What follows belongs to an exercise in optimizing a design on an open flow for small area, a short achievable clock period and few clock cycles per item; a production flow would make more cautious choices. Where RTL was checked, it was by simulation tests only, not by an equivalence proof against the original.

==> inputs of run a <==
==> flow/design.v (excerpt) <==
module line_follow_steer_pd_core (
  input  logic                              clk,
  input  logic                              rst_n,
  input  logic                              in_valid,
  output logic                              in_ready,
  input  logic [lfs_pkg::PIX_W-1:0]         in_width_near,
  input  logic [lfs_pkg::PIX_W-1:0]         in_width_below,
  input  logic [lfs_pkg::PIX_W-1:0]         in_left_edge_near,
  input  logic [lfs_pkg::PIX_W-1:0]         in_right_edge_near,
  input  logic [lfs_pkg::CQ_W-1:0]          in_centre_exit,
  input  logic [lfs_pkg::CQ_W-1:0]          in_centre_near,
  input  logic [lfs_pkg::CQ_W-1:0]          in_centre_entry,
  input  logic [lfs_pkg::CQ_W-1:0]          in_centre_turn,
  input  logic [lfs_pkg::TURN_W-1:0]        in_turn_row,
  output logic                              out_valid,
  input  logic                              out_ready,
  output logic [lfs_pkg::DUTY_W-1:0]        out_servo_duty,
  output logic [lfs_pkg::SPEED_W-1:0]       out_speed_target,
  output logic [lfs_pkg::COEFF_W-1:0]       out_diff_coeff,
  output logic [lfs_pkg::ROW_W-1:0]         out_marker_row,
  output logic [lfs_pkg::COL_W-1:0]         out_marker_col,
  output logic                              out_marker_valid,
  input  logic                              cfg_we,
  ...
==> flow/config.mk <==
export PLATFORM = sky130hd
export DESIGN_NAME = line_follow_steer_pd_core
export DESIGN_NICKNAME = line_follow_steer_pd_core
export VERILOG_FILES = /design/flow/design.v
export SDC_FILE = /design/flow/constraint.sdc
export NUM_CORES = 4
export LEC_CHECK = 0
export CAP_MARGIN = 20
export CORE_MARGIN = 2
export CORE_UTILIZATION = 40
export SLEW_MARGIN = 20
export SYNTH_HIERARCHICAL = 1
==> flow/constraint.sdc <==
create_clock -name core_clock -period 11.0 [get_ports {clk}]
set_input_delay 2.2000 -clock core_clock [delete_from_list [all_inputs] [get_ports {clk}]]
set_output_delay 2.2000 -clock core_clock [all_outputs]
set_load 0.01 [all_outputs]
run.sh (not shown) runs the stock make flow with config.mk's settings and CLKGATE_MAP_FILE= SYNTH_SCRIPT=/design/flow/synth_recipe.tcl, a recipe that flattens the netlist after the stock synthesis.
==> run b: changes against run a <==
--- a/flow/design.v
+++ b/flow/design.v
@@ -25,20 +25,24 @@
   output logic [lfs_pkg::DUTY_W-1:0]           duty_min,
   output logic [lfs_pkg::DUTY_W-1:0]           duty_max
 );
   logic signed [lfs_pkg::GAIN5_W-1:0] g5;
   assign g5 = ($signed(cfg_data) <<< 2) + $signed(cfg_data);
-  logic we_p, we_d, we_l, we_h;
-  assign we_p = !rst_n || (cfg_we && cfg_idx == 2'd0);
-  assign we_d = !rst_n || (cfg_we && cfg_idx == 2'd1);
-  assign we_l = !rst_n || (cfg_we && cfg_idx == 2'd2);
-  assign we_h = !rst_n || (cfg_we && cfg_idx == 2'd3);
   always_ff @(posedge clk) begin
-    if (we_p) kp5      <= rst_n ? g5 : '0;
-    if (we_d) kd5      <= rst_n ? g5 : '0;
-    if (we_l) duty_min <= rst_n ? cfg_data[lfs_pkg::DUTY_W-1:0] : lfs_pkg::DUTY_W'(lfs_pkg::DUTY_MIN_RST);
-    if (we_h) duty_max <= rst_n ? cfg_data[lfs_pkg::DUTY_W-1:0] : lfs_pkg::DUTY_W'(lfs_pkg::DUTY_MAX_RST);
+    if (!rst_n) begin
+      kp5      <= '0;
+      kd5      <= '0;
+      duty_min <= lfs_pkg::DUTY_W'(lfs_pkg::DUTY_MIN_RST);
+      duty_max <= lfs_pkg::DUTY_W'(lfs_pkg::DUTY_MAX_RST);
+    end else if (cfg_we) begin
+      case (cfg_idx)
+        2'd0:    kp5      <= g5;
+        2'd1:    kd5      <= g5;
+        2'd2:    duty_min <= cfg_data[lfs_pkg::DUTY_W-1:0];
+        default: duty_max <= cfg_data[lfs_pkg::DUTY_W-1:0];
+      endcase
+    end
   end
 endmodule
 module lfs_fa (
   input  logic a,
   input  logic b,
@@ -1128,22 +1132,22 @@
   input  logic signed [18:0]  kd5,
   input  logic [11:0]         duty_min,
   input  logic [11:0]         duty_max
 );
   logic adv;
-  logic v1_r, v2_r, v3_r, v4_r, v5_r, ov_r;
+  logic kv_r, v1_r, v2_r, v3_r, v4_r, v5_r, ov_r;
   assign adv       = !(ov_r && !out_ready);
-  assign in_ready  = adv;
+  assign in_ready  = !kv_r;
   assign out_valid = ov_r;
   typedef struct packed {
     logic [10:0] c;
     logic        e;      
     logic        x;      
     logic [5:0]  tr;
     logic [10:0] ct;
   } fr_t;
-  fr_t         f_in, s1_r;
+  fr_t         f_in, k_r, s1_r;
   logic [11:0] c_sum;
   always_comb begin
     c_sum   = {1'b0, in_centre_near} + 12'd1264;
     f_in.e  = (in_width_near >= 7'd78);
     f_in.x  = !f_in.e && (in_width_below >= 7'd60);
@@ -1154,11 +1158,12 @@
     else if (in_left_edge_near < 7'd2)    f_in.c = {1'b0, in_centre_near[10:1]};
     else if (in_right_edge_near > 7'd77)  f_in.c = c_sum[11:1];
     else                                  f_in.c = in_centre_near;
   end
   always_ff @(posedge clk) begin
-    if (adv) s1_r <= f_in;
+    if (!kv_r) k_r <= f_in;
+    if (adv) s1_r <= kv_r ? k_r : f_in;
   end
   logic [10:0]        pc_r;         
   logic signed [11:0] err1, dif1;
   logic signed [13:0] dct3_1;
   logic [11:0]        aerr1;
@@ -1311,20 +1316,22 @@
       out_marker_valid <= s5_side.mval;
     end
   end
   always_ff @(posedge clk) begin
     if (!rst_n) begin
+      kv_r <= 1'b0;
       v1_r <= 1'b0;
       v2_r <= 1'b0;
       v3_r <= 1'b0;
       v4_r <= 1'b0;
       v5_r <= 1'b0;
       ov_r <= 1'b0;
       pc_r <= 11'd624;
     end else begin
+      kv_r <= (kv_r || in_valid) && !adv;
       if (adv) begin
-        v1_r <= in_valid;
+        v1_r <= kv_r || in_valid;
         v2_r <= v1_r;
         v3_r <= v2_r;
         v4_r <= v3_r;
         v5_r <= v4_r;
         ov_r <= v5_r;
- CAP_MARGIN: 20 -> 50
- SLEW_MARGIN: 20 -> 70
==> run c: changes against run a <==
--- a/flow/design.v
+++ b/flow/design.v
@@ -25,20 +25,24 @@
   output logic [lfs_pkg::DUTY_W-1:0]           duty_min,
   output logic [lfs_pkg::DUTY_W-1:0]           duty_max
 );
   logic signed [lfs_pkg::GAIN5_W-1:0] g5;
   assign g5 = ($signed(cfg_data) <<< 2) + $signed(cfg_data);
-  logic we_p, we_d, we_l, we_h;
-  assign we_p = !rst_n || (cfg_we && cfg_idx == 2'd0);
-  assign we_d = !rst_n || (cfg_we && cfg_idx == 2'd1);
-  assign we_l = !rst_n || (cfg_we && cfg_idx == 2'd2);
-  assign we_h = !rst_n || (cfg_we && cfg_idx == 2'd3);
   always_ff @(posedge clk) begin
-    if (we_p) kp5      <= rst_n ? g5 : '0;
-    if (we_d) kd5      <= rst_n ? g5 : '0;
-    if (we_l) duty_min <= rst_n ? cfg_data[lfs_pkg::DUTY_W-1:0] : lfs_pkg::DUTY_W'(lfs_pkg::DUTY_MIN_RST);
-    if (we_h) duty_max <= rst_n ? cfg_data[lfs_pkg::DUTY_W-1:0] : lfs_pkg::DUTY_W'(lfs_pkg::DUTY_MAX_RST);
+    if (!rst_n) begin
+      kp5      <= '0;
+      kd5      <= '0;
+      duty_min <= lfs_pkg::DUTY_W'(lfs_pkg::DUTY_MIN_RST);
+      duty_max <= lfs_pkg::DUTY_W'(lfs_pkg::DUTY_MAX_RST);
+    end else if (cfg_we) begin
+      case (cfg_idx)
+        2'd0:    kp5      <= g5;
+        2'd1:    kd5      <= g5;
+        2'd2:    duty_min <= cfg_data[lfs_pkg::DUTY_W-1:0];
+        default: duty_max <= cfg_data[lfs_pkg::DUTY_W-1:0];
+      endcase
+    end
   end
 endmodule
 module lfs_fa (
   input  logic a,
   input  logic b,
@@ -1128,22 +1132,22 @@
   input  logic signed [18:0]  kd5,
   input  logic [11:0]         duty_min,
   input  logic [11:0]         duty_max
 );
   logic adv;
-  logic v1_r, v2_r, v3_r, v4_r, v5_r, ov_r;
+  logic kv_r, v1_r, v2_r, v3_r, v4_r, v5_r, ov_r;
   assign adv       = !(ov_r && !out_ready);
-  assign in_ready  = adv;
+  assign in_ready  = !kv_r;
   assign out_valid = ov_r;
   typedef struct packed {
     logic [10:0] c;
     logic        e;      
     logic        x;      
     logic [5:0]  tr;
     logic [10:0] ct;
   } fr_t;
-  fr_t         f_in, s1_r;
+  fr_t         f_in, k_r, s1_r;
   logic [11:0] c_sum;
   always_comb begin
     c_sum   = {1'b0, in_centre_near} + 12'd1264;
     f_in.e  = (in_width_near >= 7'd78);
     f_in.x  = !f_in.e && (in_width_below >= 7'd60);
@@ -1154,11 +1158,12 @@
     else if (in_left_edge_near < 7'd2)    f_in.c = {1'b0, in_centre_near[10:1]};
     else if (in_right_edge_near > 7'd77)  f_in.c = c_sum[11:1];
     else                                  f_in.c = in_centre_near;
   end
   always_ff @(posedge clk) begin
-    if (adv) s1_r <= f_in;
+    if (!kv_r) k_r <= f_in;
+    if (adv) s1_r <= kv_r ? k_r : f_in;
   end
   logic [10:0]        pc_r;         
   logic signed [11:0] err1, dif1;
   logic signed [13:0] dct3_1;
   logic [11:0]        aerr1;
@@ -1311,20 +1316,22 @@
       out_marker_valid <= s5_side.mval;
     end
   end
   always_ff @(posedge clk) begin
     if (!rst_n) begin
+      kv_r <= 1'b0;
       v1_r <= 1'b0;
       v2_r <= 1'b0;
       v3_r <= 1'b0;
       v4_r <= 1'b0;
       v5_r <= 1'b0;
       ov_r <= 1'b0;
       pc_r <= 11'd624;
     end else begin
+      kv_r <= (kv_r || in_valid) && !adv;
       if (adv) begin
-        v1_r <= in_valid;
+        v1_r <= kv_r || in_valid;
         v2_r <= v1_r;
         v3_r <= v2_r;
         v4_r <= v3_r;
         v5_r <= v4_r;
         ov_r <= v5_r;
==> qor summary <==
Outcome: run a complete, no violations; run b complete, no violations; run c complete, no violations
Layout buffering overhead excluding clock cells: run a 0.0401; run b 0.0510; run c 0.0380
Reg2reg start: run a u_ctrl.s4_x[7]$_DFFE_PN_; run b u_ctrl.s3_a[1]$_DFFE_PN_; run c u_ctrl.s3_a[1]$_DFFE_PN_
Grt met2 use: run a 0.313; run b 0.326; run c 0.328
Inverters: run a 258; run b 254; run c 254
Largest fanout of any net on the critical path: run a 93; run b 8; run c 8
Final period utilization: run a 0.576; run b 0.465; run c 0.487
Clock slew at the register clock pins of the worst setup and hold paths: run a 0.07 ns; run b 0.06 ns; run c 0.07 ns
Vias in the first global route: run a 26,500; run b 27,200; run c 27,000
Hold wc startpoint: run a u_ctrl.s5_side[3]$_DFFE_PN_; run b u_ctrl.s5_side[3]$_DFFE_PN_; run c u_ctrl.s4_side[0]$_DFFE_PN_
Post-synthesis share of cell area spent on full adders, half adders and majority gates: run a 0.317; run b 0.311; run c 0.311
Placement row count: run a 113; run b 114; run c 114
Met1 Resource Use GR: run a 0.254; run b 0.245; run c 0.244
Placed instance count: run a 4,635; run b 4,877; run c 4,777
Final-layout clock-cell area share: run a 0.0400; run b 0.0371; run c 0.0370
Gr usage total: run a 0.187; run b 0.190; run c 0.189
Routed wire length per instance: run a 19.3 um; run b 19.0 um; run c 19.3 um
Testbench counts of run a, summed over its fixed seeds: cycles 3,248, items 3,200.
Only the layout flow was run in run b and run c; the RTL was not checked for function there.

==> port drivers added, routing unchanged <==
The flow's constraints put no driver on any port. The routed layouts listed below were extracted and timed again, unchanged, in two steps.
Step 1 sets driving cells, clkbuf_16 on the clock port and buf_2 on the other inputs (assumed; they add their load-dependent delay and slew).
Step 2 moves the port delays by t, midway between the first and last clock arrival at a register: inputs arrive t later, outputs are due t later. That takes back most of the time a late clock gives input paths.
Three values: ideal, step 1, step 2; two values: the first two.
run | shift t [ns] | setup WS [ns] | worst setup path at the end | clock arrival spread, ns | worst register clock-pin slew, ns
run a | 0.696 | 4.665 / 4.645 / 4.645 | input to output | 0.033 / 0.033 | 0.07 / 0.07
run b | 0.673 | 5.886 / 5.886 / 5.886 | register to register | 0.059 / 0.059 | 0.07 / 0.07
run c | 0.665 | 5.644 / 5.644 / 5.560 | input to register | 0.055 / 0.055 | 0.07 / 0.07
After both steps setup and hold are still met in every run listed. The setup slack of run c, which loses most, moves by 0.000 ns with the drivers and by -0.084 ns with both steps.
